This is an optimization exercise on Yosys and OpenROAD, whose aim is small area and a short achievable clock period, not a production implementation.
RTL that was checked went through simulation tests only; none was proved equivalent to the original.
Only the layout flow was run in run 1; the RTL was not checked for function there.
Power figures rest on the tool's default switching activity, not on a simulated workload.

## design/flow/config.mk

```make
export PLATFORM = sky130hd
export DESIGN_NAME = cpu_top
export DESIGN_NICKNAME = cpu_top
export VERILOG_FILES = /design/flow/design.v
export SDC_FILE = /design/flow/constraint.sdc
export NUM_CORES = 4
export LEC_CHECK = 0
export CAP_MARGIN = 20
export CORE_MARGIN = 2
export CORE_UTILIZATION = 55
export SETUP_SLACK_MARGIN = 1.95
export SLEW_MARGIN = 20
```

## design/flow/constraint.sdc

```tcl
create_clock -name core_clock -period 5.0 [get_ports {clk}]
set_input_delay 1.0000 -clock core_clock [delete_from_list [all_inputs] [get_ports {clk}]]
set_output_delay 1.0000 -clock core_clock [all_outputs]
set_load 0.01 [all_outputs]
```

## design/flow/design.v

```verilog
`default_nettype none
package cpu_pkg;
    typedef logic signed [15:0] data_t;
    localparam logic [4:0] REG_CODE_0 = 5'b10001;
    localparam logic [4:0] REG_CODE_1 = 5'b10010;
    localparam logic [4:0] REG_CODE_2 = 5'b01000;
    localparam logic [4:0] REG_CODE_3 = 5'b10111;
    localparam logic [4:0] REG_CODE_4 = 5'b11111;
    localparam logic [4:0] REG_CODE_5 = 5'b10000;
    localparam logic [5:0] OPC_RTYPE = 6'b000000;
    localparam logic [5:0] OPC_ADDI  = 6'b001000;
    localparam logic [5:0] FN_ADD   = 6'b100000;
    localparam logic [5:0] FN_MULT  = 6'b011000;
    localparam logic [5:0] FN_SHL   = 6'b000000;
    localparam logic [5:0] FN_SHR   = 6'b000010;
    localparam logic [5:0] FN_RELU  = 6'b110001;
    localparam logic [5:0] FN_LEAKY = 6'b110010;
    typedef logic [2:0] op_t;
    localparam op_t OP_ADD   = 3'd0;
    localparam op_t OP_ADDI  = 3'd1;
    localparam op_t OP_SHL   = 3'd2;
    localparam op_t OP_SHR   = 3'd3;
    localparam op_t OP_MULT  = 3'd4;
    localparam op_t OP_LEAKY = 3'd5;
    localparam op_t OP_RELU  = 3'd6;
    localparam op_t OP_FAIL  = 3'd7;
endpackage
`default_nettype wire
`default_nettype none
module inst_decoder (
    input  wire logic [31:0]   instruction,
    output cpu_pkg::op_t       op,
    output logic [5:0]         a_sel,       
    output logic [5:0]         b_sel,       
    output logic               imm_b,       
    output logic [2:0]         wr
);
    function automatic logic [5:0] onehot(input logic [4:0] code);
        logic [5:0] oh;
        oh[0] = (code == cpu_pkg::REG_CODE_0);
        oh[1] = (code == cpu_pkg::REG_CODE_1);
        oh[2] = (code == cpu_pkg::REG_CODE_2);
        oh[3] = (code == cpu_pkg::REG_CODE_3);
        oh[4] = (code == cpu_pkg::REG_CODE_4);
        oh[5] = (code == cpu_pkg::REG_CODE_5);
        onehot = oh;
    endfunction
    function automatic logic [2:0] encode(input logic [5:0] oh);
        encode = {oh[4] | oh[5], oh[2] | oh[3], oh[1] | oh[3] | oh[5]};
    endfunction
    logic [5:0]    opcode, funct;
    logic [5:0]    rs_oh, rt_oh, rd_oh;
    logic          is_addi, is_r, fail;
    cpu_pkg::op_t  dec;
    assign opcode = instruction[31:26];
    assign funct  = instruction[5:0];
    assign rs_oh  = onehot(instruction[25:21]);
    assign rt_oh  = onehot(instruction[20:16]);
    assign rd_oh  = onehot(instruction[15:11]);
    assign is_addi = (opcode == cpu_pkg::OPC_ADDI);
    assign is_r    = (opcode == cpu_pkg::OPC_RTYPE);
    always_comb begin
        dec = cpu_pkg::OP_FAIL;
        if (is_addi) begin
            dec = cpu_pkg::OP_ADDI;
        end else if (is_r) begin
            case (funct)
                cpu_pkg::FN_ADD:   dec = cpu_pkg::OP_ADD;
                cpu_pkg::FN_MULT:  dec = cpu_pkg::OP_MULT;
                cpu_pkg::FN_SHL:   dec = cpu_pkg::OP_SHL;
                cpu_pkg::FN_SHR:   dec = cpu_pkg::OP_SHR;
                cpu_pkg::FN_RELU:  dec = cpu_pkg::OP_RELU;
                cpu_pkg::FN_LEAKY: dec = cpu_pkg::OP_LEAKY;
                default:           dec = cpu_pkg::OP_FAIL;
            endcase
        end
    end
    assign fail = (dec == cpu_pkg::OP_FAIL) || !(|rs_oh) || !(|rt_oh)
               || (!is_addi && !(|rd_oh));
    assign op = fail ? cpu_pkg::OP_FAIL : dec;
    assign imm_b = is_addi;
    assign a_sel = rs_oh;
    assign b_sel = imm_b ? 6'd0 : rt_oh;
    assign wr    = encode(is_addi ? rt_oh : rd_oh);
endmodule
`default_nettype wire
`default_nettype none
module radix4_multiplier (
    input  wire logic [15:0] a,
    input  wire logic [7:0]  one,
    input  wire logic [7:0]  two,
    input  wire logic [7:0]  neg,
    output logic [24:0] r0,     
    output logic [24:0] r1,     
    output logic [20:0] r2,     
    output logic        rx,     
    output logic        cin     
);
    logic [16:0] pp [8];
    logic [16:0] ax, a2;
    assign ax = {a[15], a};
    assign a2 = {a, 1'b0};
    for (genvar j = 0; j < 8; j++) begin : g_pp
        assign pp[j] = (({17{one[j]}} & ax) | ({17{two[j]}} & a2)) ^ {17{neg[j]}};
    end
    logic s1, c2, s3, c4, s5, c6, s7, c8, s9, c10, s11, c12, s13, c14, s15, c16, s17, c18, s19, c20, s21, c22, s23, c24, s25, c26, s27, c28, s29, c30, s31, c32, s33, c34, s35, c36, s37, c38, s39, c40, s41, c42, s43, c44, s45, c46, s47, c48, s49, c50, s51, c52, s53, c54, s55, c56, s57, c58, s59, c60, s61, c62, s63, c64, s65, c66, s67, c68, s69, c70, s71, c72, s73, c74, s75, c76, s77, c78, s79, c80, s81, c82, s83, c84, s85, c86, s87, c88, s89, c90, s91, c92, s93, c94, s95, c96, s97, c98, s99, c100, s101, c102, s103, c104, s105, c106, s107, c108, s109, c110, s111, c112, s113, c114, s115, c116, s117, c118, s119, c120, s121, c122, s123, c124, s125, c126, s127, c128, s129, c130, s131, c132, s133, c134, s135, c136, s137, c138, s139, c140, s141, c142, s143, c144, s145, c146, s147, c148, s149, c150, s151, c152, s153, c154, s155, c156, s157, c158, s159, c160, s161, c162, s163, c164, s165, c166, s167, c168, s169, c170, s171, c172, s173, c174, s175, c176, s177, c178, s179, c180, s181, c182, s183, c184, s185, c186;
    assign s1 = pp[0][10] ^ pp[1][8];
    assign c2 = pp[0][10] & pp[1][8];
    assign s3 = pp[0][11] ^ pp[1][9];
    assign c4 = pp[0][11] & pp[1][9];
    assign s5 = pp[0][12] ^ pp[1][10] ^ pp[2][8];
    assign c6 = (pp[0][12] & pp[1][10]) | (pp[0][12] & pp[2][8]) | (pp[1][10] & pp[2][8]);
    assign s7 = pp[3][6] ^ pp[4][4];
    assign c8 = pp[3][6] & pp[4][4];
    assign s9 = pp[0][13] ^ pp[1][11] ^ pp[2][9];
    assign c10 = (pp[0][13] & pp[1][11]) | (pp[0][13] & pp[2][9]) | (pp[1][11] & pp[2][9]);
    assign s11 = pp[3][7] ^ pp[4][5];
    assign c12 = pp[3][7] & pp[4][5];
    assign s13 = pp[0][14] ^ pp[1][12] ^ pp[2][10];
    assign c14 = (pp[0][14] & pp[1][12]) | (pp[0][14] & pp[2][10]) | (pp[1][12] & pp[2][10]);
    assign s15 = pp[3][8] ^ pp[4][6] ^ pp[5][4];
    assign c16 = (pp[3][8] & pp[4][6]) | (pp[3][8] & pp[5][4]) | (pp[4][6] & pp[5][4]);
    assign s17 = pp[6][2] ^ pp[7][0];
    assign c18 = pp[6][2] & pp[7][0];
    assign s19 = pp[0][15] ^ pp[1][13] ^ pp[2][11];
    assign c20 = (pp[0][15] & pp[1][13]) | (pp[0][15] & pp[2][11]) | (pp[1][13] & pp[2][11]);
    assign s21 = pp[3][9] ^ pp[4][7] ^ pp[5][5];
    assign c22 = (pp[3][9] & pp[4][7]) | (pp[3][9] & pp[5][5]) | (pp[4][7] & pp[5][5]);
    assign s23 = pp[6][3] ^ pp[7][1];
    assign c24 = pp[6][3] & pp[7][1];
    assign s25 = pp[0][16] ^ pp[1][14] ^ pp[2][12];
    assign c26 = (pp[0][16] & pp[1][14]) | (pp[0][16] & pp[2][12]) | (pp[1][14] & pp[2][12]);
    assign s27 = pp[3][10] ^ pp[4][8] ^ pp[5][6];
    assign c28 = (pp[3][10] & pp[4][8]) | (pp[3][10] & pp[5][6]) | (pp[4][8] & pp[5][6]);
    assign s29 = pp[6][4] ^ pp[7][2];
    assign c30 = pp[6][4] & pp[7][2];
    assign s31 = pp[0][16] ^ pp[1][15] ^ pp[2][13];
    assign c32 = (pp[0][16] & pp[1][15]) | (pp[0][16] & pp[2][13]) | (pp[1][15] & pp[2][13]);
    assign s33 = pp[3][11] ^ pp[4][9] ^ pp[5][7];
    assign c34 = (pp[3][11] & pp[4][9]) | (pp[3][11] & pp[5][7]) | (pp[4][9] & pp[5][7]);
    assign s35 = pp[6][5] ^ pp[7][3];
    assign c36 = pp[6][5] & pp[7][3];
    assign s37 = ~pp[0][16] ^ ~pp[1][16] ^ pp[2][14];
    assign c38 = (~pp[0][16] & ~pp[1][16]) | (~pp[0][16] & pp[2][14]) | (~pp[1][16] & pp[2][14]);
    assign s39 = pp[3][12] ^ pp[4][10] ^ pp[5][8];
    assign c40 = (pp[3][12] & pp[4][10]) | (pp[3][12] & pp[5][8]) | (pp[4][10] & pp[5][8]);
    assign s41 = pp[6][6] ^ pp[7][4];
    assign c42 = pp[6][6] & pp[7][4];
    assign s43 = pp[2][15] ^ pp[3][13] ^ pp[4][11];
    assign c44 = (pp[2][15] & pp[3][13]) | (pp[2][15] & pp[4][11]) | (pp[3][13] & pp[4][11]);
    assign s45 = pp[5][9] ^ pp[6][7] ^ pp[7][5];
    assign c46 = (pp[5][9] & pp[6][7]) | (pp[5][9] & pp[7][5]) | (pp[6][7] & pp[7][5]);
    assign s47 = ~pp[2][16] ^ pp[3][14] ^ pp[4][12];
    assign c48 = (~pp[2][16] & pp[3][14]) | (~pp[2][16] & pp[4][12]) | (pp[3][14] & pp[4][12]);
    assign s49 = pp[3][15] ^ pp[4][13];
    assign c50 = pp[3][15] & pp[4][13];
    assign s51 = pp[0][6] ^ pp[1][4];
    assign c52 = pp[0][6] & pp[1][4];
    assign s53 = pp[0][7] ^ pp[1][5];
    assign c54 = pp[0][7] & pp[1][5];
    assign s55 = pp[0][8] ^ pp[1][6] ^ pp[2][4];
    assign c56 = (pp[0][8] & pp[1][6]) | (pp[0][8] & pp[2][4]) | (pp[1][6] & pp[2][4]);
    assign s57 = pp[3][2] ^ pp[4][0];
    assign c58 = pp[3][2] & pp[4][0];
    assign s59 = pp[0][9] ^ pp[1][7] ^ pp[2][5];
    assign c60 = (pp[0][9] & pp[1][7]) | (pp[0][9] & pp[2][5]) | (pp[1][7] & pp[2][5]);
    assign s61 = pp[3][3] ^ pp[4][1];
    assign c62 = pp[3][3] & pp[4][1];
    assign s63 = pp[2][6] ^ pp[3][4] ^ pp[4][2];
    assign c64 = (pp[2][6] & pp[3][4]) | (pp[2][6] & pp[4][2]) | (pp[3][4] & pp[4][2]);
    assign s65 = pp[5][0] ^ neg[5] ^ s1;
    assign c66 = (pp[5][0] & neg[5]) | (pp[5][0] & s1) | (neg[5] & s1);
    assign s67 = pp[2][7] ^ pp[3][5] ^ pp[4][3];
    assign c68 = (pp[2][7] & pp[3][5]) | (pp[2][7] & pp[4][3]) | (pp[3][5] & pp[4][3]);
    assign s69 = pp[5][1] ^ c2 ^ s3;
    assign c70 = (pp[5][1] & c2) | (pp[5][1] & s3) | (c2 & s3);
    assign s71 = pp[5][2] ^ pp[6][0] ^ neg[6];
    assign c72 = (pp[5][2] & pp[6][0]) | (pp[5][2] & neg[6]) | (pp[6][0] & neg[6]);
    assign s73 = c4 ^ s5 ^ s7;
    assign c74 = (c4 & s5) | (c4 & s7) | (s5 & s7);
    assign s75 = pp[5][3] ^ pp[6][1] ^ c6;
    assign c76 = (pp[5][3] & pp[6][1]) | (pp[5][3] & c6) | (pp[6][1] & c6);
    assign s77 = c8 ^ s9 ^ s11;
    assign c78 = (c8 & s9) | (c8 & s11) | (s9 & s11);
    assign s79 = neg[7] ^ c10 ^ c12;
    assign c80 = (neg[7] & c10) | (neg[7] & c12) | (c10 & c12);
    assign s81 = s13 ^ s15 ^ s17;
    assign c82 = (s13 & s15) | (s13 & s17) | (s15 & s17);
    assign s83 = c14 ^ c16 ^ c18;
    assign c84 = (c14 & c16) | (c14 & c18) | (c16 & c18);
    assign s85 = s19 ^ s21 ^ s23;
    assign c86 = (s19 & s21) | (s19 & s23) | (s21 & s23);
    assign s87 = c20 ^ c22 ^ c24;
    assign c88 = (c20 & c22) | (c20 & c24) | (c22 & c24);
    assign s89 = s25 ^ s27 ^ s29;
    assign c90 = (s25 & s27) | (s25 & s29) | (s27 & s29);
    assign s91 = c26 ^ c28 ^ c30;
    assign c92 = (c26 & c28) | (c26 & c30) | (c28 & c30);
    assign s93 = s31 ^ s33 ^ s35;
    assign c94 = (s31 & s33) | (s31 & s35) | (s33 & s35);
    assign s95 = c32 ^ c34 ^ c36;
    assign c96 = (c32 & c34) | (c32 & c36) | (c34 & c36);
    assign s97 = s37 ^ s39 ^ s41;
    assign c98 = (s37 & s39) | (s37 & s41) | (s39 & s41);
    assign s99 = 1'b1 ^ c38 ^ c40;
    assign c100 = (1'b1 & c38) | (1'b1 & c40) | (c38 & c40);
    assign s101 = c42 ^ s43 ^ s45;
    assign c102 = (c42 & s43) | (c42 & s45) | (s43 & s45);
    assign s103 = pp[5][10] ^ pp[6][8] ^ pp[7][6];
    assign c104 = (pp[5][10] & pp[6][8]) | (pp[5][10] & pp[7][6]) | (pp[6][8] & pp[7][6]);
    assign s105 = c44 ^ c46 ^ s47;
    assign c106 = (c44 & c46) | (c44 & s47) | (c46 & s47);
    assign s107 = pp[5][11] ^ pp[6][9] ^ pp[7][7];
    assign c108 = (pp[5][11] & pp[6][9]) | (pp[5][11] & pp[7][7]) | (pp[6][9] & pp[7][7]);
    assign s109 = 1'b1 ^ c48 ^ s49;
    assign c110 = (1'b1 & c48) | (1'b1 & s49) | (c48 & s49);
    assign s111 = ~pp[3][16] ^ pp[4][14] ^ pp[5][12];
    assign c112 = (~pp[3][16] & pp[4][14]) | (~pp[3][16] & pp[5][12]) | (pp[4][14] & pp[5][12]);
    assign s113 = pp[6][10] ^ pp[7][8] ^ c50;
    assign c114 = (pp[6][10] & pp[7][8]) | (pp[6][10] & c50) | (pp[7][8] & c50);
    assign s115 = pp[4][15] ^ pp[5][13] ^ pp[6][11];
    assign c116 = (pp[4][15] & pp[5][13]) | (pp[4][15] & pp[6][11]) | (pp[5][13] & pp[6][11]);
    assign s117 = pp[7][9] ^ 1'b1;
    assign c118 = pp[7][9] & 1'b1;
    assign s119 = ~pp[4][16] ^ pp[5][14] ^ pp[6][12];
    assign c120 = (~pp[4][16] & pp[5][14]) | (~pp[4][16] & pp[6][12]) | (pp[5][14] & pp[6][12]);
    assign s121 = pp[5][15] ^ pp[6][13];
    assign c122 = pp[5][15] & pp[6][13];
    assign s123 = pp[0][4] ^ pp[1][2];
    assign c124 = pp[0][4] & pp[1][2];
    assign s125 = pp[0][5] ^ pp[1][3];
    assign c126 = pp[0][5] & pp[1][3];
    assign s127 = pp[2][2] ^ pp[3][0] ^ neg[3];
    assign c128 = (pp[2][2] & pp[3][0]) | (pp[2][2] & neg[3]) | (pp[3][0] & neg[3]);
    assign s129 = pp[2][3] ^ pp[3][1] ^ c52;
    assign c130 = (pp[2][3] & pp[3][1]) | (pp[2][3] & c52) | (pp[3][1] & c52);
    assign s131 = neg[4] ^ c54 ^ s55;
    assign c132 = (neg[4] & c54) | (neg[4] & s55) | (c54 & s55);
    assign s133 = c56 ^ c58 ^ s59;
    assign c134 = (c56 & c58) | (c56 & s59) | (c58 & s59);
    assign s135 = c60 ^ c62 ^ s63;
    assign c136 = (c60 & c62) | (c60 & s63) | (c62 & s63);
    assign s137 = c64 ^ c66 ^ s67;
    assign c138 = (c64 & c66) | (c64 & s67) | (c66 & s67);
    assign s139 = c68 ^ c70 ^ s71;
    assign c140 = (c68 & c70) | (c68 & s71) | (c70 & s71);
    assign s141 = c72 ^ c74 ^ s75;
    assign c142 = (c72 & c74) | (c72 & s75) | (c74 & s75);
    assign s143 = c76 ^ c78 ^ s79;
    assign c144 = (c76 & c78) | (c76 & s79) | (c78 & s79);
    assign s145 = c80 ^ c82 ^ s83;
    assign c146 = (c80 & c82) | (c80 & s83) | (c82 & s83);
    assign s147 = c84 ^ c86 ^ s87;
    assign c148 = (c84 & c86) | (c84 & s87) | (c86 & s87);
    assign s149 = c88 ^ c90 ^ s91;
    assign c150 = (c88 & c90) | (c88 & s91) | (c90 & s91);
    assign s151 = c92 ^ c94 ^ s95;
    assign c152 = (c92 & c94) | (c92 & s95) | (c94 & s95);
    assign s153 = c96 ^ c98 ^ s99;
    assign c154 = (c96 & c98) | (c96 & s99) | (c98 & s99);
    assign s155 = c100 ^ c102 ^ s103;
    assign c156 = (c100 & c102) | (c100 & s103) | (c102 & s103);
    assign s157 = c104 ^ c106 ^ s107;
    assign c158 = (c104 & c106) | (c104 & s107) | (c106 & s107);
    assign s159 = c108 ^ c110 ^ s111;
    assign c160 = (c108 & c110) | (c108 & s111) | (c110 & s111);
    assign s161 = c112 ^ c114 ^ s115;
    assign c162 = (c112 & c114) | (c112 & s115) | (c114 & s115);
    assign s163 = pp[7][10] ^ c116 ^ c118;
    assign c164 = (pp[7][10] & c116) | (pp[7][10] & c118) | (c116 & c118);
    assign s165 = pp[7][11] ^ 1'b1 ^ c120;
    assign c166 = (pp[7][11] & 1'b1) | (pp[7][11] & c120) | (1'b1 & c120);
    assign s167 = ~pp[5][16] ^ pp[6][14] ^ pp[7][12];
    assign c168 = (~pp[5][16] & pp[6][14]) | (~pp[5][16] & pp[7][12]) | (pp[6][14] & pp[7][12]);
    assign s169 = pp[6][15] ^ pp[7][13];
    assign c170 = pp[6][15] & pp[7][13];
    assign s171 = pp[0][2] ^ pp[1][0];
    assign c172 = pp[0][2] & pp[1][0];
    assign s173 = pp[0][3] ^ pp[1][1];
    assign c174 = pp[0][3] & pp[1][1];
    assign s175 = pp[2][0] ^ neg[2] ^ s123;
    assign c176 = (pp[2][0] & neg[2]) | (pp[2][0] & s123) | (neg[2] & s123);
    assign s177 = pp[2][1] ^ c124 ^ s125;
    assign c178 = (pp[2][1] & c124) | (pp[2][1] & s125) | (c124 & s125);
    assign s179 = s51 ^ c126 ^ s127;
    assign c180 = (s51 & c126) | (s51 & s127) | (c126 & s127);
    assign s181 = s53 ^ c128 ^ s129;
    assign c182 = (s53 & c128) | (s53 & s129) | (c128 & s129);
    assign s183 = s57 ^ c130 ^ s131;
    assign c184 = (s57 & c130) | (s57 & s131) | (c130 & s131);
    assign s185 = s61 ^ c132 ^ s133;
    assign c186 = (s61 & c132) | (s61 & s133) | (c132 & s133);
    logic [5:0] lo_x, lo_y;
    logic [6:0] lo_sum;
    assign lo_x[0] = pp[0][0];
    assign lo_y[0] = neg[0];
    assign lo_x[1] = pp[0][1];
    assign lo_y[1] = 1'b0;
    assign lo_x[2] = neg[1];
    assign lo_y[2] = s171;
    assign lo_x[3] = c172;
    assign lo_y[3] = s173;
    assign lo_x[4] = c174;
    assign lo_y[4] = s175;
    assign lo_x[5] = c176;
    assign lo_y[5] = s177;
    assign lo_sum = {1'b0, lo_x} + {1'b0, lo_y};
    assign cin = lo_sum[6];
    assign r0[0] = c178;
    assign r1[0] = s179;
    assign r0[1] = c180;
    assign r1[1] = s181;
    assign r0[2] = c182;
    assign r1[2] = s183;
    assign r0[3] = c184;
    assign r1[3] = s185;
    assign r0[4] = s65;
    assign r1[4] = c134;
    assign r2[0] = s135;
    assign r0[5] = s69;
    assign r1[5] = c136;
    assign r2[1] = s137;
    assign r0[6] = s73;
    assign r1[6] = c138;
    assign r2[2] = s139;
    assign r0[7] = s77;
    assign r1[7] = c140;
    assign r2[3] = s141;
    assign r0[8] = s81;
    assign r1[8] = c142;
    assign r2[4] = s143;
    assign r0[9] = s85;
    assign r1[9] = c144;
    assign r2[5] = s145;
    assign r0[10] = s89;
    assign r1[10] = c146;
    assign r2[6] = s147;
    assign r0[11] = s93;
    assign r1[11] = c148;
    assign r2[7] = s149;
    assign r0[12] = s97;
    assign r1[12] = c150;
    assign r2[8] = s151;
    assign r0[13] = s101;
    assign r1[13] = c152;
    assign r2[9] = s153;
    assign r0[14] = s105;
    assign r1[14] = c154;
    assign r2[10] = s155;
    assign r0[15] = s109;
    assign r1[15] = c156;
    assign r2[11] = s157;
    assign r0[16] = s113;
    assign r1[16] = c158;
    assign r2[12] = s159;
    assign r0[17] = s117;
    assign r1[17] = c160;
    assign r2[13] = s161;
    assign r0[18] = s119;
    assign r1[18] = c162;
    assign r2[14] = s163;
    assign r0[19] = s121;
    assign r1[19] = c164;
    assign r2[15] = s165;
    assign r0[20] = c122;
    assign r1[20] = c166;
    assign r2[16] = s167;
    assign r0[21] = 1'b1;
    assign r1[21] = c168;
    assign r2[17] = s169;
    assign r0[22] = ~pp[6][16];
    assign r1[22] = pp[7][14];
    assign r2[18] = c170;
    assign r0[23] = pp[7][15];
    assign r1[23] = 1'b1;
    assign r2[19] = 1'b0;
    assign r0[24] = ~pp[7][16];
    assign r1[24] = 1'b0;
    assign r2[20] = 1'b0;
    assign rx = c186;
endmodule
module mul_sum (
    input  wire logic [24:0] r0,
    input  wire logic [24:0] r1,
    input  wire logic [20:0] r2,
    input  wire logic        rx,
    input  wire logic        cin,
    output logic [15:0] p
);
    logic [24:0] x, y;
    logic [24:0] sum;
    logic [20:0] fs, fc;
    assign fs = r0[24:4] ^ r1[24:4] ^ r2;
    assign fc = (r0[24:4] & r1[24:4]) | (r0[24:4] & r2) | (r1[24:4] & r2);
    assign x = {fs, r0[3:0]};
    assign y = {fc[19:0], rx, r1[3:0]};
    assign sum = x + y + 25'(cin);
    assign p = sum[24:9];
endmodule
`default_nettype wire
`default_nettype none
module execute_stage (
    input  wire logic          clk,
    input  wire logic          rst_n,
    input  wire logic          in_valid,
    input  wire cpu_pkg::op_t  op_0,
    input  wire logic [15:0]   imm_0,
    input  wire logic [2:0]    wr_0,
    input  wire logic [15:0]   a_0,
    input  wire logic [15:0]   b_0,
    output logic               done,
    output logic [5:0]         we,
    output logic [15:0]        wd
);
    localparam int K  = 6;     
    localparam int K3 = 10;    
    localparam int W  = 31 - K;
    logic        is_shr, big;
    logic [3:0]  m;
    logic [7:0]  one_0, two_0, neg_0;
    assign is_shr = (op_0 == cpu_pkg::OP_SHR);
    assign big    = imm_0[10];
    assign m      = ~imm_0[9:6] & {4{~big}};
    for (genvar j = 0; j < 8; j++) begin : g_enc
        logic b0, b1, b2;
        if (j == 0) begin : g_first
            assign b0 = 1'b0;
        end else begin : g_rest
            assign b0 = b_0[2*j-1];
        end
        assign b1 = b_0[2*j];
        assign b2 = b_0[2*j+1];
        assign one_0[j] = is_shr ? (m == 4'(2*j))   : (b1 ^ b0);
        assign two_0[j] = is_shr ? (m == 4'(2*j+1)) : ((b2 & ~b1 & ~b0) | (~b2 & b1 & b0));
        assign neg_0[j] = ~is_shr & b2;
    end
    logic          valid_1;
    cpu_pkg::op_t  op_1;
    logic [2:0]    wr_1;
    logic [15:0]   a_1;
    logic [7:0]    one_1, two_1, neg_1;
    always_ff @(posedge clk or negedge rst_n) begin
        if (!rst_n) begin
            valid_1 <= 1'b0;
        end else begin
            valid_1 <= in_valid;
        end
    end
    always_ff @(posedge clk) begin
        op_1  <= op_0;
        wr_1  <= wr_0;
        case (op_0)
            cpu_pkg::OP_SHR: a_1 <= b_0;
            cpu_pkg::OP_SHL: a_1 <= imm_0;
            default:         a_1 <= a_0;
        endcase
        one_1 <= one_0;
        two_1 <= two_0;
        neg_1 <= neg_0;
    end
    logic [15:0] b_1;
    for (genvar j = 0; j < 8; j++) begin : g_dec
        assign b_1[2*j+1] = neg_1[j];
        if (j == 0) begin : g_first
            assign b_1[0] = one_1[0];
        end else begin : g_rest
            assign b_1[2*j] = one_1[j] ^ neg_1[j-1];
        end
    end
    logic [W-1:0]     m0, m1;
    logic [30-K3:0]   m2;
    logic             mx, mc;
    radix4_multiplier i_mult (
        .a   (a_1),
        .one (one_1),
        .two (two_1),
        .neg (neg_1),
        .r0  (m0),
        .r1  (m1),
        .r2  (m2),
        .rx  (mx),
        .cin (mc)
    );
    logic        neg_b, use_mul;
    logic [4:0]  shamt;
    logic [15:0] other, addend;
    assign neg_b   = b_1[15];
    assign shamt   = a_1[10:6];
    assign use_mul = (op_1 == cpu_pkg::OP_MULT) | (op_1 == cpu_pkg::OP_SHR)
                   | ((op_1 == cpu_pkg::OP_LEAKY) & neg_b);
    always_comb begin
        case (op_1)
            cpu_pkg::OP_ADD,
            cpu_pkg::OP_ADDI:  other = a_1;
            cpu_pkg::OP_SHL:   other = b_1 << shamt;
            default:           other = neg_b ? 16'd0 : b_1;    
        endcase
    end
    assign addend = (op_1 == cpu_pkg::OP_ADD || op_1 == cpu_pkg::OP_ADDI) ? b_1 : 16'd0;
    logic          valid_2, wv_2;    
    logic [2:0]    wr_2;
    logic [W-1:0]  r0_2, r1_2;
    logic [30-K3:0] r2_2;
    logic          rx_2, cin_2;
    always_ff @(posedge clk or negedge rst_n) begin
        if (!rst_n) begin
            valid_2 <= 1'b0;
            wv_2    <= 1'b0;
        end else begin
            valid_2 <= valid_1;
            wv_2    <= valid_1 & (op_1 != cpu_pkg::OP_FAIL);
        end
    end
    always_ff @(posedge clk) begin
        wr_2  <= wr_1;
        r0_2  <= use_mul ? m0 : {other, {(15-K){1'b0}}};
        r1_2  <= use_mul ? m1 : {addend, {(15-K){1'b0}}};
        r2_2  <= {(31-K3){use_mul}} & m2;
        rx_2  <= use_mul & mx;
        cin_2 <= use_mul & mc;
    end
    logic [15:0] sum_2;
    mul_sum i_sum (
        .r0  (r0_2),
        .r1  (r1_2),
        .r2  (r2_2),
        .rx  (rx_2),
        .cin (cin_2),
        .p   (sum_2)
    );
    logic          valid_3, wv_3;
    logic [2:0]    wr_3;
    logic [15:0]   wd_3;
    always_ff @(posedge clk or negedge rst_n) begin
        if (!rst_n) begin
            valid_3 <= 1'b0;
            wv_3    <= 1'b0;
        end else begin
            valid_3 <= valid_2;
            wv_3    <= wv_2;
        end
    end
    always_ff @(posedge clk) begin
        wr_3 <= wr_2;
        wd_3 <= sum_2;
    end
    assign done = valid_3;
    for (genvar g = 0; g < 6; g++) begin : g_we
        assign we[g] = wv_3 & (wr_3 == 3'(g));
    end
    assign wd   = wd_3;
endmodule
`default_nettype wire
`default_nettype none
module reg_file (
    input  wire logic          clk,
    input  wire logic          rst_n,
    input  wire logic          done,       
    input  wire logic [5:0]    we,         
    input  wire logic [15:0]   wd,
    input  wire logic [5:0]    a_sel,
    input  wire logic [5:0]    b_sel,
    input  wire logic          imm_b,      
    input  wire logic [15:0]   imm,
    output logic [15:0]        a,          
    output logic [15:0]        b,
    output logic               out_valid,
    output logic               instruction_fail,
    output logic [15:0]        out_0,
    output logic [15:0]        out_1,
    output logic [15:0]        out_2,
    output logic [15:0]        out_3,
    output logic [15:0]        out_4,
    output logic [15:0]        out_5
);
    logic [15:0] regs_n [6];   
    logic [5:0]  written;      
    logic [5:0]  hide;         
    for (genvar g = 0; g < 6; g++) begin : g_reg
        always_ff @(posedge clk) begin
            if (we[g]) begin
                regs_n[g] <= ~wd;
            end
        end
    end
    always_ff @(posedge clk or negedge rst_n) begin
        if (!rst_n) begin
            written          <= '0;
            hide             <= '1;
            out_valid        <= 1'b0;
            instruction_fail <= 1'b0;
        end else begin
            written          <= written | we;
            hide             <= ~({6{done}} & (written | we));
            out_valid        <= done;
            instruction_fail <= done & ~(|we);
        end
    end
    logic [5:0] a_reg, b_reg;
    logic       a_wd, b_wd;
    assign a_reg = a_sel & written & ~we;
    assign b_reg = b_sel & written & ~we;
    assign a_wd  = |(a_sel & we);
    assign b_wd  = |(b_sel & we);
    always_comb begin
        a = {16{a_wd}} & wd;
        b = ({16{imm_b}} & imm) | ({16{b_wd}} & wd);
        for (int g = 0; g < 6; g++) begin
            a = a | ({16{a_reg[g]}} & ~regs_n[g]);
            b = b | ({16{b_reg[g]}} & ~regs_n[g]);
        end
    end
    assign out_0 = ~({16{hide[0]}} | regs_n[0]);
    assign out_1 = ~({16{hide[1]}} | regs_n[1]);
    assign out_2 = ~({16{hide[2]}} | regs_n[2]);
    assign out_3 = ~({16{hide[3]}} | regs_n[3]);
    assign out_4 = ~({16{hide[4]}} | regs_n[4]);
    assign out_5 = ~({16{hide[5]}} | regs_n[5]);
endmodule
`default_nettype wire
`default_nettype none
module cpu_top #(
    parameter int FRAC_BITS = 15
) (
    input  wire logic         clk,
    input  wire logic         rst_n,
    input  wire logic         in_valid,
    input  wire logic [31:0]  instruction,
    output logic              out_valid,
    output logic              instruction_fail,
    output cpu_pkg::data_t    out_0,
    output cpu_pkg::data_t    out_1,
    output cpu_pkg::data_t    out_2,
    output cpu_pkg::data_t    out_3,
    output cpu_pkg::data_t    out_4,
    output cpu_pkg::data_t    out_5
);
    cpu_pkg::op_t  op;
    logic [5:0]    a_sel, b_sel;
    logic          imm_b;
    logic [2:0]    wr;
    logic [15:0]   a, b;
    logic          done;
    logic [5:0]    we;
    logic [15:0]   wd;
    inst_decoder i_decoder (
        .instruction (instruction),
        .op          (op),
        .a_sel       (a_sel),
        .b_sel       (b_sel),
        .imm_b       (imm_b),
        .wr          (wr)
    );
    reg_file i_regs (
        .clk              (clk),
        .rst_n            (rst_n),
        .done             (done),
        .we               (we),
        .wd               (wd),
        .a_sel            (a_sel),
        .b_sel            (b_sel),
        .imm_b            (imm_b),
        .imm              (instruction[15:0]),
        .a                (a),
        .b                (b),
        .out_valid        (out_valid),
        .instruction_fail (instruction_fail),
        .out_0            (out_0),
        .out_1            (out_1),
        .out_2            (out_2),
        .out_3            (out_3),
        .out_4            (out_4),
        .out_5            (out_5)
    );
    execute_stage i_execute (
        .clk      (clk),
        .rst_n    (rst_n),
        .in_valid (in_valid),
        .op_0     (op),
        .imm_0    (instruction[15:0]),
        .wr_0     (wr),
        .a_0      (a),
        .b_0      (b),
        .done     (done),
        .we       (we),
        .wd       (wd)
    );
endmodule
`default_nettype wire
```

## design/flow/flow/run.sh

```bash
#!/bin/bash
# The standard layout, with plain buffers (not delay cells) on the ports.
set -euo pipefail
bash standard.sh BUFFER_PORTS_ARGS="-buffer_cell sky130_fd_sc_hd__buf_1" finish > standard_flow.log 2>&1
```

## design/flow/standard.sh

```bash
#!/bin/bash
# synth_recipe.tcl (not shown) runs the flow's synth.tcl, then flattens the netlist and writes it again
# the make line also repeats each setting of config.mk as NAME=value (left out here)
make -C /OpenROAD-flow-scripts/flow DESIGN_CONFIG=/design/flow/config.mk WORK_HOME=/design/flow/orfs CLKGATE_MAP_FILE= SYNTH_SCRIPT=/design/flow/synth_recipe.tcl "${@:-finish}"
```

==> results of run 1 <==
what timing repair did:
action | in CTS | in global routing
resized for setup | 33 | 32
setup buffers | 15 | 9
setup endpoints to repair | 63 | 48
endpoints found under the hold margin | 0 | 0
pin swaps | 8 | 9
worst max-delay path: stages (launching register included):
cell and delay, ns:
dfxtp_1 0.37, and4bb_4 0.63, nor2b_1 0.17, nand3_1 0.62, o22ai_1 0.21, nor4_1 0.46, a21oi_1 0.16, a211o_1 0.24
cells in the final DEF (no fill, tap or decap), drive strengths merged, types with 78 or more instances in the layout:
| master | synthesis | routed |
|---|---|---|
| fa | 84 | 84 |
| o22ai | 78 | 78 |
| xnor2 | 110 | 110 |
| inv | 95 | 100 |
| a22oi | 125 | 125 |
| edfxtp | 96 | 96 |
| buf | 32 | 195 |
| nor2 | 201 | 201 |
| nand2 | 82 | 82 |
| dfxtp | 139 | 139 |
state kept, by name, indices dropped and copies added, names as in the netlist, 3 cells and up:
register / count
i_regs.regs_n: 96
i_execute.r0_2: 25
i_execute.r1_2: 25
i_execute.r2_2: 19
i_execute.a_1: 16
i_execute.wd_3: 16
i_execute.neg_1: 8
i_execute.one_1: 8
i_execute.two_1: 8
i_regs.hide: 6
i_regs.written: 6
i_execute.op_1: 3
i_execute.wr_1: 3
i_execute.wr_2: 3
i_execute.wr_3: 3
path summary, 6_finish.rpt:
| kind | start | end | cells past startpoint |
|---|---|---|---|
| worst max-delay path | i_execute.wr_3[0] | i_execute.a_1[6] | 7 |
| worst min-delay path | i_execute.wr_1[0] | i_execute.wr_2[0] | 0 |
| max in group asynchronous | rst_n | i_execute.wv_3 | 1 |
| min in group asynchronous | rst_n | i_regs.written[0] | 1 |
| worst max register to register | i_execute.wr_3[0] | i_execute.a_1[6] | 7 |
| worst min register to register | i_execute.wr_1[0] | i_execute.wr_2[0] | 0 |
metrics by stage:
step	hold slack, ns	total power [mW]	worst slack [ns]
floorplan	0.310	2.27	1.90
CTS	0.326	4.38	1.95
detailed placement	0.312	2.32	0.996
global placement	0.313	2.32	1.04
finish	0.326	4.36	2.01
global route	0.331	4.47	1.93
area by class of cell:
cell class	count	share of cell area, %
sequential	254	33.0
timing repair buffer	196	5.55
clock buffer	35	4.22
inverter	95	1.96
multi-input combinational	1228	51.9
clock inverter	17	0.808
tap	390	2.61
cells by family (layout without fill, tap and decap cells):
kind of cell               Yosys count  in the layout  synth area share (%)
muxes                               28             28                  1.74
adders and majority gates          136            136                  14.1
and+or+nand+nor                    457            457                  13.7
DFF                                254            254                  37.2
xor gates and xnor gates           168            168                  8.91
AOI/OAI and AO/OA                  439            439                  18.8
buffers and inverters              236            343                  5.59
power by group:
group          internal [mW]  switching (mW)  total [mW]
clock                   1.18           0.895        2.08
combinational         0.0422          0.0801       0.122
sequential              2.15          0.0173        2.16
metal layers:
metal / track usage [%] / wire [µm] / share of wire [%]
met1: 48.2 / 22400 / 41
met5: 0 / 0 / 0
met3: 6.41 / 5600 / 10
met4: 13.0 / 1990 / 3.7
met2: 54.1 / 24500 / 45
==> summary.md, run 1 <==
| Metric | Value |
|---|---|
| Layout cell share with drive strength beyond 1 | `11.3%` |
| Arr. time, crit path | `3.47 ns` |
| All-Layer GR Usage | `34.7%` |
| Worst vdd ir | `0.269 mV` |
| Initial Utilization | `55.7%` |
| Post-DP Area | `17,300 µm²` |
| Root Driver | `clkbuf_16` |
| Die Span X | `177 µm` |
| Area of the multi-input gates | `9720 µm²` |
| Mean number of vias per cell | `6.47` |
| Primary FF master, synth | `dfxtp_1` |
| LEAKAGE | `6.52 nW` |
| Max_cap viols | `0` |
| Yosys top cell area share | `17.4%` |
| Top cells by area, synth | `edfxtp_1 17%, dfxtp_1 17%, fa_1 10%, xnor2_1 5.8%, a22oi_1 5.7%` |
| Max Fanout on Critical Path | `20` |
| WS Path Type | `reg -> reg` |
| Post-Synthesis Net Count | `1,889` |
| Worst reg2reg setup slack | `2.01 ns` |
| Post-synth top area cell | `edfxtp_1` |
| Die Y | `177 µm` |
| Row Count | `63` |
| Die Area | `31,400 µm²` |
| Hpwl dp | `38.0 mm` |
| Most frequent cell after synthesis | `nor2_1` |
| Total number of vias | `14,321` |
| Setup TNS | `0 ns` |
| DRT Pass-1 Iters | `6` |
| Final core occ | `63.2%` |
| Actual slew at the worst max-slew pin | `0.993 ns` |
| Largest net degree at the start of global routing | `42` |
| Gr ovfl total | `0` |
| CTS buffer count | `28` |
| Cell count after synthesis | `1,718` |
| Post-synth EDFFs | `96` |
| Fin area | `18,700 µm²` |
| First-pass GRT wire length | `83.6 mm` |
| CTS sink count | `254` |
| Clk latency of the worst-skew pair | `0.59 ns` |
| TritonCTS clock tree | `done` |
| Syn_area_per_cell | `9.62 µm²` |
| Routed wire length per instance | `24.6 µm` |
| Post-synthesis sequential area ratio | `37.2%` |
| H-tree depth | `1` |
| Core Area | `29,600 µm²` |
| Worst setup SP type | `flop` |
| # IOs | `133` |
| CTS Buffer Depth | `3` |
| Starting DRT DRC Count | `1,663` |
| Setup Viol. Count Final | `0` |
| RSZ-0062 raised after global routing | `true` |
| Number of global-route vias before repair | `14,128` |
| Final Skew | `0.0399 ns` |
| Count of different cell masters after synthesis | `82` |
| Count of pins over their slew limit | `0` |
| Layout area overhead | `13.4%` |
| Cell Area, Synth | `16,500 µm²` |
| Non-filler instance count after layout | `2,215` |
| Pwr Density | `233 nW/µm²` |
| Type of the worst min-delay path | `reg -> reg` |
| Req. time, crit path | `5.48 ns` |
| Slew headroom | `33.7%` |
| Fin crit period | `2.99 ns` |
| Routed wire length | `54.5 mm` |
| Routability Congestion | `0.963` |
| Post-Place Cells | `2,139` |
| Status | `timing/DRC/antenna clean` |
| Hold Vio Cnt, Final | `0` |
| Layout Nets | `1,974` |
| Clock transition at the registers of the reported paths | `0.06 ns` |
| FILL cells | `2,601` |
| Synthesized flop and latch total | `254` |
| CP Capture Type | `flop` |
| I/O Buffers | `132` |
| Antenna diodes | `0` |
| Synth top cells by count | `200 x nor2_1, 139 x dfxtp_1, 125 x a22oi_1, 110 x xnor2_1, 109 x clkbuf_1` |
| Synthesis Warnings | `6` |
| Post-synth ARST share | `7.48%` |
| Storage element area | `6170 µm²` |
| Maximum clock rate | `334 MHz` |
| Hold_buf cts | `0` |
| Post-DRT Antenna Nets | `0` |
| Fin crit share | `59.9%` |
| # DRC | `0` |
| Initial antenna violation count | `1` |
==> inputs of run 2 (changes only) <==
--- a/design/flow/design.v
+++ b/design/flow/design.v
@@ -91,6 +91,6 @@
     input  wire logic [7:0]  two,
     input  wire logic [7:0]  neg,
-    output logic [24:0] r0,     
-    output logic [24:0] r1,     
+    output logic [22:0] r0,     
+    output logic [22:0] r1,     
     output logic [20:0] r2,     
     output logic        rx,     
@@ -291,6 +291,6 @@
     assign s185 = s61 ^ c132 ^ s133;
     assign c186 = (s61 & c132) | (s61 & s133) | (c132 & s133);
-    logic [5:0] lo_x, lo_y;
-    logic [6:0] lo_sum;
+    logic [7:0] lo_x, lo_y;
+    logic [8:0] lo_sum;
     assign lo_x[0] = pp[0][0];
     assign lo_y[0] = neg[0];
@@ -305,82 +305,82 @@
     assign lo_x[5] = c176;
     assign lo_y[5] = s177;
+    assign lo_x[6] = c178;
+    assign lo_y[6] = s179;
+    assign lo_x[7] = c180;
+    assign lo_y[7] = s181;
     assign lo_sum = {1'b0, lo_x} + {1'b0, lo_y};
-    assign cin = lo_sum[6];
-    assign r0[0] = c178;
-    assign r1[0] = s179;
-    assign r0[1] = c180;
-    assign r1[1] = s181;
-    assign r0[2] = c182;
-    assign r1[2] = s183;
-    assign r0[3] = c184;
-    assign r1[3] = s185;
-    assign r0[4] = s65;
-    assign r1[4] = c134;
+    assign cin = lo_sum[8];
+    assign r0[0] = c182;
+    assign r1[0] = s183;
+    assign r0[1] = c184;
+    assign r1[1] = s185;
+    assign r0[2] = s65;
+    assign r1[2] = c134;
     assign r2[0] = s135;
-    assign r0[5] = s69;
-    assign r1[5] = c136;
+    assign r0[3] = s69;
+    assign r1[3] = c136;
     assign r2[1] = s137;
-    assign r0[6] = s73;
-    assign r1[6] = c138;
+    assign r0[4] = s73;
+    assign r1[4] = c138;
     assign r2[2] = s139;
-    assign r0[7] = s77;
-    assign r1[7] = c140;
+    assign r0[5] = s77;
+    assign r1[5] = c140;
     assign r2[3] = s141;
-    assign r0[8] = s81;
-    assign r1[8] = c142;
+    assign r0[6] = s81;
+    assign r1[6] = c142;
     assign r2[4] = s143;
-    assign r0[9] = s85;
-    assign r1[9] = c144;
+    assign r0[7] = s85;
+    assign r1[7] = c144;
     assign r2[5] = s145;
-    assign r0[10] = s89;
-    assign r1[10] = c146;
+    assign r0[8] = s89;
+    assign r1[8] = c146;
     assign r2[6] = s147;
-    assign r0[11] = s93;
-    assign r1[11] = c148;
+    assign r0[9] = s93;
+    assign r1[9] = c148;
     assign r2[7] = s149;
-    assign r0[12] = s97;
-    assign r1[12] = c150;
+    assign r0[10] = s97;
+    assign r1[10] = c150;
     assign r2[8] = s151;
-    assign r0[13] = s101;
-    assign r1[13] = c152;
+    assign r0[11] = s101;
+    assign r1[11] = c152;
     assign r2[9] = s153;
-    assign r0[14] = s105;
-    assign r1[14] = c154;
+    assign r0[12] = s105;
+    assign r1[12] = c154;
     assign r2[10] = s155;
-    assign r0[15] = s109;
-    assign r1[15] = c156;
+    assign r0[13] = s109;
+    assign r1[13] = c156;
     assign r2[11] = s157;
-    assign r0[16] = s113;
-    assign r1[16] = c158;
+    assign r0[14] = s113;
+    assign r1[14] = c158;
     assign r2[12] = s159;
-    assign r0[17] = s117;
-    assign r1[17] = c160;
+    assign r0[15] = s117;
+    assign r1[15] = c160;
     assign r2[13] = s161;
-    assign r0[18] = s119;
-    assign r1[18] = c162;
+    assign r0[16] = s119;
+    assign r1[16] = c162;
     assign r2[14] = s163;
-    assign r0[19] = s121;
-    assign r1[19] = c164;
+    assign r0[17] = s121;
+    assign r1[17] = c164;
     assign r2[15] = s165;
-    assign r0[20] = c122;
-    assign r1[20] = c166;
+    assign r0[18] = c122;
+    assign r1[18] = c166;
     assign r2[16] = s167;
-    assign r0[21] = 1'b1;
-    assign r1[21] = c168;
+    assign r0[19] = 1'b1;
+    assign r1[19] = c168;
     assign r2[17] = s169;
-    assign r0[22] = ~pp[6][16];
-    assign r1[22] = pp[7][14];
+    assign r0[20] = ~pp[6][16];
+    assign r1[20] = pp[7][14];
     assign r2[18] = c170;
-    assign r0[23] = pp[7][15];
-    assign r1[23] = 1'b1;
+    assign r0[21] = pp[7][15];
+    assign r1[21] = 1'b1;
     assign r2[19] = 1'b0;
-    assign r0[24] = ~pp[7][16];
-    assign r1[24] = 1'b0;
+    assign r0[22] = ~pp[7][16];
+    assign r1[22] = 1'b0;
     assign r2[20] = 1'b0;
     assign rx = c186;
 endmodule
 module mul_sum (
-    input  wire logic [24:0] r0,
-    input  wire logic [24:0] r1,
+    input  wire logic [22:0] r0,
+    input  wire logic [22:0] r1,
     input  wire logic [20:0] r2,
     input  wire logic        rx,
@@ -388,13 +388,13 @@
     output logic [15:0] p
 );
-    logic [24:0] x, y;
-    logic [24:0] sum;
+    logic [22:0] x, y;
+    logic [22:0] sum;
     logic [20:0] fs, fc;
-    assign fs = r0[24:4] ^ r1[24:4] ^ r2;
-    assign fc = (r0[24:4] & r1[24:4]) | (r0[24:4] & r2) | (r1[24:4] & r2);
-    assign x = {fs, r0[3:0]};
-    assign y = {fc[19:0], rx, r1[3:0]};
-    assign sum = x + y + 25'(cin);
-    assign p = sum[24:9];
+    assign fs = r0[22:2] ^ r1[22:2] ^ r2;
+    assign fc = (r0[22:2] & r1[22:2]) | (r0[22:2] & r2) | (r1[22:2] & r2);
+    assign x = {fs, r0[1:0]};
+    assign y = {fc[19:0], rx, r1[1:0]};
+    assign sum = x + y + 23'(cin);
+    assign p = sum[22:7];
 endmodule
 `default_nettype wire
@@ -413,5 +413,5 @@
     output logic [15:0]        wd
 );
-    localparam int K  = 6;     
+    localparam int K  = 8;     
     localparam int K3 = 10;    
     localparam int W  = 31 - K;
--- a/design/flow/config.mk
+++ b/design/flow/config.mk
@@ -9,4 +9,6 @@
 export CORE_MARGIN = 2
 export CORE_UTILIZATION = 55
+export CTS_CLUSTER_DIAMETER = 100
+export CTS_CLUSTER_SIZE = 30
 export SETUP_SLACK_MARGIN = 1.95
 export SLEW_MARGIN = 20
==> summary.md, run 2 <==
| Metric | Value |
|---|---|
| Status | `timing/DRC/antenna clean` |
| Worst setup SP type | `primary input` |
| Sequential share of power | `61.4%` |
| Synthesis Warnings | `6` |
| Number of global-route vias before repair | `13,866` |
| Post-Synthesis Net Count | `1,845` |
| Top reg by flops | `i_regs.regs_n` |
| Gr ovfl total | `0` |
| Post-synthesis sequential area ratio | `37.5%` |
| First-pass GRT wire length | `82.2 mm` |
| Req. time, crit path | `5.44 ns` |
| Primary FF master, synth | `dfxtp_1` |
| TritonCTS clock tree | `done` |
| Root Driver | `clkbuf_16` |
| Synthesized flop and latch total | `250` |
| Setup ws final | `1.85 ns` |
| Antenna diodes | `0` |
| Max Fanout on Critical Path | `6` |
| Net Switching | `0.798 mW` |
| Pint | `2.67 mW` |
| Routability Congestion | `0.968` |
| Top cells by area, synth | `edfxtp_1 18%, dfxtp_1 17%, fa_1 10%, xnor2_1 5.9%, a22oi_1 5.8%` |
| Type of the worst min-delay path | `reg -> reg` |
| Cell Area, Synth | `16,200 µm²` |
| Count of different cell masters after synthesis | `74` |
| Pre-CTS setup slack | `0.966 ns` |
| CTS Buffer Depth | `3` |
| Biggest regs | `i_regs.regs_n: 96 flops, i_execute.r0_2: 23 flops, i_execute.r1_2: 23 flops` |
| Setup TNS | `0 ns` |
| Switching part of the total power | `23.0%` |
| Post-synth EDFFs | `96` |
| Fin crit period | `3.15 ns` |
| Synth top cells by count | `175 x nor2_1, 135 x dfxtp_1, 125 x a22oi_1, 120 x clkbuf_1, 110 x xnor2_1` |
| Max_cap viols | `0` |
| Post-synth ARST share | `7.60%` |
| Max FFs per register | `96` |
| Commonest non-fill, non-tap cell in the layout | `nor2_1` |
| Cell count after synthesis | `1,674` |
| Hold Vio Cnt, Final | `0` |
| Routed wire length | `53.9 mm` |
| Pwr Density | `193 nW/µm²` |
| Syn_area_per_cell | `9.68 µm²` |
| Fin area | `18,000 µm²` |
| Clock network power share | `35.4%` |
| WS Path Type | `in -> reg` |
| LEAKAGE | `6.17 nW` |
| CTS sink count | `250` |
| CTS buffer count | `13` |
| All-Layer GR Usage | `34.5%` |
| CP Capture Type | `flop` |
| I/O Buffers | `132` |
| Slew headroom | `29.6%` |
| Arr. time, crit path | `3.59 ns` |
| Layout area overhead | `10.9%` |
| DRT Pass-1 Iters | `6` |
| RSZ-0062 raised after global routing | `true` |
| Initial Utilization | `56.1%` |
| Total number of vias | `14,029` |
| Hpwl dp | `37.8 mm` |
| Core Area | `28,900 µm²` |
| Post-synth top area cell | `edfxtp_1` |
| Layout Nets | `1,913` |
| Largest net degree at the start of global routing | `45` |
| Starting DRT DRC Count | `1,627` |
| Row Count | `62` |
| Logic pwr share | `3.2%` |
| Final Skew | `0.0283 ns` |
| Die Y | `176 µm` |
| Setup Viol. Count Final | `0` |
| Post-DRT Antenna Nets | `0` |
| Post-DP Area | `17,000 µm²` |
| # IOs | `133` |
| Worst Hold Slack | `0.325 ns` |
| Die Span X | `176 µm` |
| Yosys top cell area share | `17.8%` |
| Worst vdd ir | `0.281 mV` |
| Count of pins over their slew limit | `0` |
| Most frequent cell after synthesis | `nor2_1` |
| Fin crit share | `62.9%` |
| Initial antenna violation count | `1` |
| Highest-count cells in the layout ignoring fill and taps | `175 x nor2_1, 128 x buf_1, 125 x a22oi_1, 111 x dfxtp_1, 107 x xnor2_1` |
| Hold_buf cts | `0` |
| H-tree depth | `1` |
| Maximum clock rate | `318 MHz` |
| Layout cell share with drive strength beyond 1 | `10.8%` |
| Mean number of vias per cell | `6.58` |
| Clk latency of the worst-skew pair | `0.51 ns` |
| Actual slew at the worst max-slew pin | `1.05 ns` |
| Clock transition at the registers of the reported paths | `0.11 ns` |
| # DRC | `0` |
| Routed wire length per instance | `25.3 µm` |
| Die Area | `30,800 µm²` |
run 2: changes by cell type after synthesis, moves of 11 or more:
cell and change:
o21ai_0 +13, clkbuf_1 +11, o22ai_1 +11, a21oi_1 -29
nor4_1 -11, nor2_1 -25, a2111oi_0 +16
run 2: routing by layer:
layer | up-vias | GRT usage, % | routed length [µm]
met3 | 165 | 6.34 | 5210
met5 | - | 0 | 0
met4 | 0 | 12.1 | 2170
li1 | 6126 | - | -
met2 | 910 | 55.5 | 24600
met1 | 6828 | 46.9 | 21900
run 2: cell families (layout without fill, tap and decap cells):
| group | count (synthesis) | after routing | share of synthesized area [%] |
|---|---|---|---|
| flip-flops | 250 | 250 | 37.5 |
| AO/OA/AOI/OAI | 446 | 446 | 19.3 |
| AND/OR/NAND/NOR | 410 | 410 | 12.2 |
| multiplexers | 38 | 38 | 2.45 |
| buffers and inverters | 230 | 304 | 5.37 |
| adder cells (fa/ha/maj) | 136 | 136 | 14.4 |
| XOR/XNOR | 164 | 164 | 8.86 |
run 2: power by group through the flow:
stage,Combinational [mW],Sequential [mW],Clock [mW]
floorplan,0.0606,2.16,0
global placement,0.102,2.17,0
detailed placement,0.104,2.17,0
CTS,0.108,2.13,1.24
global route,0.123,2.13,1.32
finish,0.112,2.13,1.23
run 2: worst paths after layout:
check                                   start                 end  slack [ns]  depth (start not counted)
min in group asynchronous               rst_n   i_execute.valid_1        0.47                          1
max                           instruction[16]  i_execute.two_1[1]        1.85                         10
min reg2reg                 i_execute.wr_1[1]   i_execute.wr_2[1]        0.33                          0
min                         i_execute.wr_1[1]   i_execute.wr_2[1]        0.33                          0
max reg2reg                i_execute.two_1[5]  i_execute.r1_2[13]        1.97                          6
max in group asynchronous               rst_n      i_regs.hide[4]        4.15                          1
run 2: layout make-up:
class / count / area [µm²]
well taps: 384 / 480
fillers: 2507 / 10900
inverters: 86 / 327
clock inverters: 4 / 60.1
multi-input cells: 1194 / 9590
repair buffers: 197 / 1070
flip-flops and latches: 250 / 6100
clock buffers: 17 / 340
run 2: timing repair:
item | CTS | global route
pin swaps | 12 | 12
setup buffers | 17 | 5
cloned | 1 | 0
setup endpoints to repair | 70 | 62
gates resized for setup | 51 | 46
run 2: per-stage QoR:
stage / cells / utilization, % / power (mW)
floorplan: 1674 / - / 2.22
detailed placement: 2088 / 58.9 / 2.28
CTS: 2127 / 61.3 / 3.48
finish: 2132 / 62.3 / 3.46
global placement: 2088 / 58.9 / 2.27
global route: 2132 / 62.3 / 3.57
run 2: worst max-delay path, stage by stage:
cell	delay, ns
buf_8	0.09
or2_0	0.22
or4b_4	0.56
a22oi_2	0.25
o31ai_4	0.12
a2111o_2	0.48
and2_4	0.19
buf_12	0.13
or4b_4	0.48
nand3_2	0.07
==> inputs of run 3 (changes only) <==
--- a/design/flow/config.mk
+++ b/design/flow/config.mk
@@ -9,6 +9,4 @@
 export CORE_MARGIN = 2
 export CORE_UTILIZATION = 55
-export CTS_CLUSTER_DIAMETER = 100
-export CTS_CLUSTER_SIZE = 30
 export SETUP_SLACK_MARGIN = 1.95
 export SLEW_MARGIN = 20
==> summary.md, run 3 <==
| Metric | Value |
|---|---|
| Cell count after synthesis | `1,674` |
| Type of the worst min-delay path | `reg -> reg` |
| Post-DRT Antenna Nets | `0` |
| CP cell instances | `buf_8 -> or2_0 -> or4b_4 -> buf_4 -> o22ai_1 -> o41a_2 -> a2111o_1 -> or4b_4 -> nand3_2` |
| Cell mode on critical path | `or4b_4` |
| Max incr delay on CP | `0.55 ns` |
| R2r worst-path depth | `11` |
| TritonCTS clock tree | `done` |
| LEAKAGE | `6.46 nW` |
| Commonest non-fill, non-tap cell in the layout | `nor2_1` |
| Pint | `3.27 mW` |
| Arr. time, crit path | `3.53 ns` |
| Clk latency of the worst-skew pair | `0.56 ns` |
| Hold Vio Cnt, Final | `0` |
| Reg2reg start | `i_execute.r2_2[5]` |
| Die Area | `30,800 µm²` |
| Fin crit share | `60.7%` |
| Layout area overhead | `14.3%` |
| Net Switching | `0.935 mW` |
| Non-filler instance count after layout | `2,167` |
| Top cells by area, synth | `edfxtp_1 18%, dfxtp_1 17%, fa_1 10%, xnor2_1 5.9%, a22oi_1 5.8%` |
| Post-synth top area cell | `edfxtp_1` |
| WS Path Type | `in -> reg` |
| Cell at the slowest stage of the critical path | `or4b_4` |
| Total power draw | `4.21 mW` |
| Top reg by flops | `i_regs.regs_n` |
| Initial Utilization | `56.1%` |
| Routed wire length | `54.3 mm` |
| Yosys top cell area share | `17.8%` |
| Clock network power share | `46.7%` |
| Mean number of vias per cell | `6.52` |
| Pwr Density | `227 nW/µm²` |
| Count of different cell masters after synthesis | `74` |
| Status | `timing/DRC/antenna clean` |
| R2r endpoint | `i_execute.wd_3[4]` |
| Layout cell share with drive strength beyond 1 | `12.9%` |
| Core Area | `28,900 µm²` |
| Post-synthesis sequential area ratio | `37.5%` |
| CTS Buffer Depth | `3` |
| Final Skew | `0.0133 ns` |
| Syn_area_per_cell | `9.68 µm²` |
| Logic pwr share | `2.7%` |
| Post-synth ARST share | `7.60%` |
| Switching part of the total power | `22.2%` |
| Total number of vias | `14,133` |
| Worst Hold Slack | `0.322 ns` |
| CTS buffer count | `27` |
| Synthesized flop and latch total | `250` |
| DRT Pass-1 Iters | `6` |
| Hpwl dp | `37.8 mm` |
| Setup ws final | `1.97 ns` |
| Root Driver | `clkbuf_16` |
| Layout Nets | `1,930` |
| # DRC | `0` |
| Initial antenna violation count | `1` |
| Req. time, crit path | `5.50 ns` |
| Worst vdd ir | `0.305 mV` |
| CP Capture Type | `flop` |
| CTS sink count | `250` |
| Highest-count cells in the layout ignoring fill and taps | `173 x nor2_1, 129 x buf_1, 125 x a22oi_1, 110 x dfxtp_1, 107 x xnor2_1` |
| Setup Viol. Count Final | `0` |
| Synth top cells by count | `175 x nor2_1, 135 x dfxtp_1, 125 x a22oi_1, 120 x clkbuf_1, 110 x xnor2_1` |
| Setup TNS | `0 ns` |
| Max Fanout on Critical Path | `11` |
| Max FFs per register | `96` |
| Worst reg2reg setup slack | `1.97 ns` |
| Cell Area, Synth | `16,200 µm²` |
| All-Layer GR Usage | `34.7%` |
| Max_cap viols | `0` |
| FILL cells | `2,468` |
| Most frequent cell after synthesis | `nor2_1` |
| Worst setup SP type | `primary input` |
| # IOs | `133` |
| Primary FF master, synth | `dfxtp_1` |
| Post-Synthesis Net Count | `1,845` |
| Pre-CTS setup slack | `0.966 ns` |
| Routability Congestion | `0.968` |
| Post-Place Cells | `2,088` |
| Fin crit period | `3.03 ns` |
| RSZ-0062 raised after global routing | `true` |
| Worst Hold Depth | `0` |
| Actual slew at the worst max-slew pin | `1.05 ns` |
| Worst Hold End | `i_execute.wr_2[1]` |
| Starting DRT DRC Count | `1,535` |
| Sequential share of power | `50.6%` |
| Hold Path Origin | `i_execute.wr_1[1]` |
| Maximum clock rate | `330 MHz` |
| Clock transition at the registers of the reported paths | `0.06 ns` |
| Synthesis Warnings | `6` |
| First-pass GRT wire length | `82.7 mm` |
| H-tree depth | `1` |
| Largest net degree at the start of global routing | `45` |
| Routed wire length per instance | `25.0 µm` |
| Die Span X | `176 µm` |
| I/O Buffers | `132` |
| Gr ovfl total | `0` |
| Die Y | `176 µm` |
| Number of global-route vias before repair | `14,001` |
| Row Count | `62` |
| Biggest regs | `i_regs.regs_n: 96 flops, i_execute.r0_2: 23 flops, i_execute.r1_2: 23 flops` |
| Count of pins over their slew limit | `0` |
| Slew headroom | `30.1%` |
| Post-synth EDFFs | `96` |
run 3: power groups by stage:
stage	sequential, mW	clock [mW]	combinational, mW
final	2.13	1.96	0.113
after global routing	2.13	2.08	0.123
after detailed placement	2.17	0	0.104
after global placement	2.17	0	0.102
after floorplan	2.16	0	0.0606
after CTS	2.13	2.00	0.108
run 3: through the flow:
step / area, µm² / utilization, %
finish: 18500 / 64.2
CTS: 18200 / 63.0
detailed placement: 17000 / 58.9
floorplan: 16300 / -
global placement: 17000 / 58.9
global route: 18500 / 64.2
run 3: worst max path at each step:
stage	start	end	slack [ns]
2_1_floorplan	instruction[18]	i_execute.two_1[1]	1.72
3_3_place_gp	instruction[16]	i_execute.two_1[1]	1.07
3_5_place_dp	instruction[16]	i_execute.two_1[1]	0.97
4_1_cts	i_execute.r0_2[11]	i_execute.wd_3[15]	1.85
5_1_grt	i_execute.r2_2[3]	i_execute.wd_3[6]	1.88
6_report	instruction[16]	i_execute.two_1[1]	1.97
run 3: cell type report:
cell class | instances | area [µm²] | area share, %
clock buffers | 39 | 797 | 4.30
inverters | 86 | 327 | 1.76
flip-flops and latches | 250 | 6100 | 32.9
clock inverters | 11 | 86.3 | 0.466
diodes | 3 | 7.51 | 0.0405
multi-input cells | 1194 | 9630 | 52.0
well taps | 384 | 480 | 2.59
repair buffers | 200 | 1090 | 5.91
run 3: critical path, delay by kind of cell:
family | cells | cell delay, ns
compound gates | 3 | 0.92
buf+inv | 2 | 0.25
simple gates | 4 | 1.34
run 3: kinds of logic after synthesis:
kind of cell | synth area share (%)
compound gates | 19.3
xor+xnor | 8.86
fa+ha+maj | 14.4
buf+inv | 5.37
flops | 37.5
mux | 2.45
simple gates | 12.2
run 3: layer usage:
layer / up-vias / routed length (µm) / share of wire [%] / track usage (%)
met5: - / 0 / 0 / 0
met4: 0 / 2430 / 4.5 / 12.7
met3: 201 / 5600 / 10 / 6.54
met2: 945 / 24600 / 45 / 55.8
met1: 6805 / 21700 / 40 / 46.9
li1: 6182 / - / - / -
run 3: what timing repair did:
action,CTS,global route
pin swaps,11,24
endpoints found under the setup margin,66,60
gates cloned,1,0
hold buffers,0,0
resized for setup,46,60
buffers inserted,15,10
hold endpoints to repair,0,0
==> inputs of run 4 (changes only) <==
--- a/design/flow/config.mk
+++ b/design/flow/config.mk
@@ -8,5 +8,6 @@
 export CAP_MARGIN = 20
 export CORE_MARGIN = 2
-export CORE_UTILIZATION = 55
+export CORE_UTILIZATION = 70
+export PLACE_DENSITY = 0.8
 export SETUP_SLACK_MARGIN = 1.95
 export SLEW_MARGIN = 20
==> summary.md, run 4 <==
| Metric | Value |
|---|---|
| Status | `timing/DRC/antenna clean` |
| Clock network power share | `44.8%` |
| Switching part of the total power | `22.1%` |
| Largest family of logic cells by synthesized area | `compound AO/OA/AOI/OAI gates` |
| Worst setup SP type | `primary input` |
| Type of the worst min-delay path | `reg -> reg` |
| Hold_buf cts | `0` |
| LEAKAGE | `6.31 nW` |
| Clock transition at the registers of the reported paths | `0.07 ns` |
| Synth top cells by count | `175 x nor2_1, 135 x dfxtp_1, 125 x a22oi_1, 120 x clkbuf_1, 110 x xnor2_1` |
| Die Area | `24,400 µm²` |
| Wire length on met2 | `23.8 mm` |
| Max incr delay on CP | `0.55 ns` |
| Slew headroom | `22.6%` |
| Antenna diodes | `0` |
| CTS sink count | `250` |
| Count of different cell masters after synthesis | `74` |
| Initial Utilization | `71.3%` |
| TritonCTS clock tree | `done` |
| Most frequent cell after synthesis | `nor2_1` |
| Hpwl dp | `35.1 mm` |
| H-tree depth | `1` |
| Net Switching | `0.894 mW` |
| Top reg by flops | `i_regs.regs_n` |
| CTS Buffer Depth | `3` |
| Maximum clock rate | `326 MHz` |
| Non-filler instance count after layout | `2,051` |
| Core Area | `22,700 µm²` |
| All-Layer GR Usage | `41.8%` |
| Largest net degree at the start of global routing | `45` |
| Cell Area, Synth | `16,200 µm²` |
| DR top layer | `met5` |
| Row Count | `55` |
| Synthesized flop and latch total | `250` |
| RSZ-0062 raised after global routing | `true` |
| Commonest non-fill, non-tap cell in the layout | `nor2_1` |
| # DRC | `0` |
| Synth Area in XOR/XNOR | `8.86%` |
| Mean number of vias per cell | `7.18` |
| Post-synth EDFFs | `96` |
| WS Path Type | `in -> reg` |
| Hold Vio Cnt, Final | `0` |
| CP Capture Type | `flop` |
| Primary FF master, synth | `dfxtp_1` |
| Count of pins over their slew limit | `0` |
| Setup TNS | `0 ns` |
| Layout cell share with drive strength beyond 1 | `10.6%` |
| Post-synthesis compound-gate area fraction | `19.3%` |
| Post-Place Cells | `1,982` |
| Die Y | `156 µm` |
| Starting DRT DRC Count | `2,391` |
| Max FFs per register | `96` |
| Number of global-route vias before repair | `14,378` |
| Initial antenna violation count | `0` |
| Setup Viol. Count Final | `0` |
| Synthesis Warnings | `6` |
| Simple-Gate Fraction of Synth Area | `12.2%` |
| Met1 WL | `18.7 mm` |
| Final Skew | `0.0167 ns` |
| CTS buffer count | `25` |
| Clk latency of the worst-skew pair | `0.54 ns` |
| Routed wire length | `52.3 mm` |
| Cell at the slowest stage of the critical path | `or4b_4` |
| Met3 Routed Length | `6.75 mm` |
| Fin crit share | `61.3%` |
| Arr. time, crit path | `3.53 ns` |
| Cell count after synthesis | `1,674` |
| Post-Synthesis Net Count | `1,845` |
| Die Span X | `156 µm` |
| Highest-count cells in the layout ignoring fill and taps | `175 x nor2_1, 130 x buf_1, 125 x a22oi_1, 109 x xnor2_1, 105 x dfxtp_1` |
| Syn_area_per_cell | `9.68 µm²` |
==> run 4: cell type report <==
| type | count | area [µm²] | area share, % |
|---|---|---|---|
| clock buffers | 35 | 683 | 3.80 |
| clock inverters | 10 | 83.8 | 0.466 |
| multi-input cells | 1194 | 9430 | 52.4 |
| repair buffers | 191 | 1010 | 5.62 |
| inverters | 86 | 327 | 1.81 |
| flip-flops and latches | 250 | 6110 | 33.9 |
| well taps | 285 | 357 | 1.98 |
==> run 4: path summary, 6_finish.rpt <==
path | start | end | slack (ns) | cells after the start
min in group asynchronous | rst_n | i_execute.valid_1 | 0.42 | 1
max in group asynchronous | rst_n | i_regs.hide[1] | 4.22 | 1
min reg2reg | i_execute.wr_2[2] | i_execute.wr_3[2] | 0.33 | 0
max | instruction[16] | i_execute.two_1[1] | 1.94 | 9
min | i_execute.wr_2[2] | i_execute.wr_3[2] | 0.33 | 0
max reg2reg | i_execute.neg_1[5] | i_execute.r2_2[5] | 2.03 | 7
==> run 4: cell families after synthesis <==
group | after synthesis
AND/OR/NAND/NOR | 410
adder cells (fa/ha/maj) | 136
flip-flops | 250
XOR/XNOR | 164
buffers and inverters | 230
AO/OA/AOI/OAI | 446
multiplexers | 38
==> run 4: metal layers <==
metal	vias up	GRT usage, %
li1	6153	-
met1	6961	55.1
met2	1270	66.4
met3	339	7.78
met4	2	21.5
met5	-	1.04
==> run 4: metrics by stage <==
| stage | setup slack, ns | area, µm² | hold WS [ns] | utilization (%) |
|---|---|---|---|---|
| finish | 1.94 | 18000 | 0.326 | 79.3 |
| global route | 1.91 | 18000 | 0.334 | 79.3 |
| CTS | 1.86 | 17700 | 0.326 | 78.1 |
| detailed placement | 0.996 | 16800 | 0.312 | 74.0 |
| global placement | 1.14 | 16800 | 0.310 | 74.0 |
| floorplan | 1.72 | 16300 | 0.310 | - |
==> run 4: power groups by stage <==
stage	sequential, mW	clock, mW	combinational (mW)
after floorplan	2.16	0	0.0606
after global placement	2.17	0	0.0956
after detailed placement	2.17	0	0.0980
after CTS	2.13	1.80	0.101
after global routing	2.13	1.88	0.116
final	2.13	1.81	0.107
==> run 4: what timing repair did <==
action / 4_1_cts / 5_1_grt
gates cloned: 0 / 1
setup buffers: 9 / 14
setup endpoints to repair: 67 / 62
pin swaps: 10 / 10
gates resized for setup: 38 / 39
endpoints found under the hold margin: 0 / 0

[re-timing with driven ports]
Ports are ideal in the flow. The routed layouts listed here were re-timed in OpenROAD. Step 1 (the two cells are an assumption about what drives the block):
set clk [get_ports {clk}]
set_driving_cell -lib_cell sky130_fd_sc_hd__clkbuf_16 $clk
set_driving_cell -lib_cell sky130_fd_sc_hd__buf_2 [delete_from_list [all_inputs] $clk]
Step 2 times the ports against the registers' clock, not the clock port: input delays grow and output delays shrink by t, the midpoint of the rising clock arrivals with the driver on. Slacks: ideal / step 1 / step 2; pairs: ideal / step 1.
run | shift t [ns] | slack for setup (ns) | worst setup path at the end | worst slew at a driven data input, ns
run 1 | 0.625 | 2.007 / 2.007 / 1.460 | input to register | 0.06
run 2 | 0.546 | 1.853 / 1.861 / 1.315 | input to register | 0.06
run 3 | 0.601 | 1.967 / 1.971 / 1.372 | input to register | 0.06
run 4 | 0.585 | 1.937 / 1.967 / 1.382 | input to register | 0.05
After both steps every run listed still meets setup and hold. The setup slack of run 3, which loses most, moves by +0.004 ns with the drivers and by -0.595 ns with both steps.
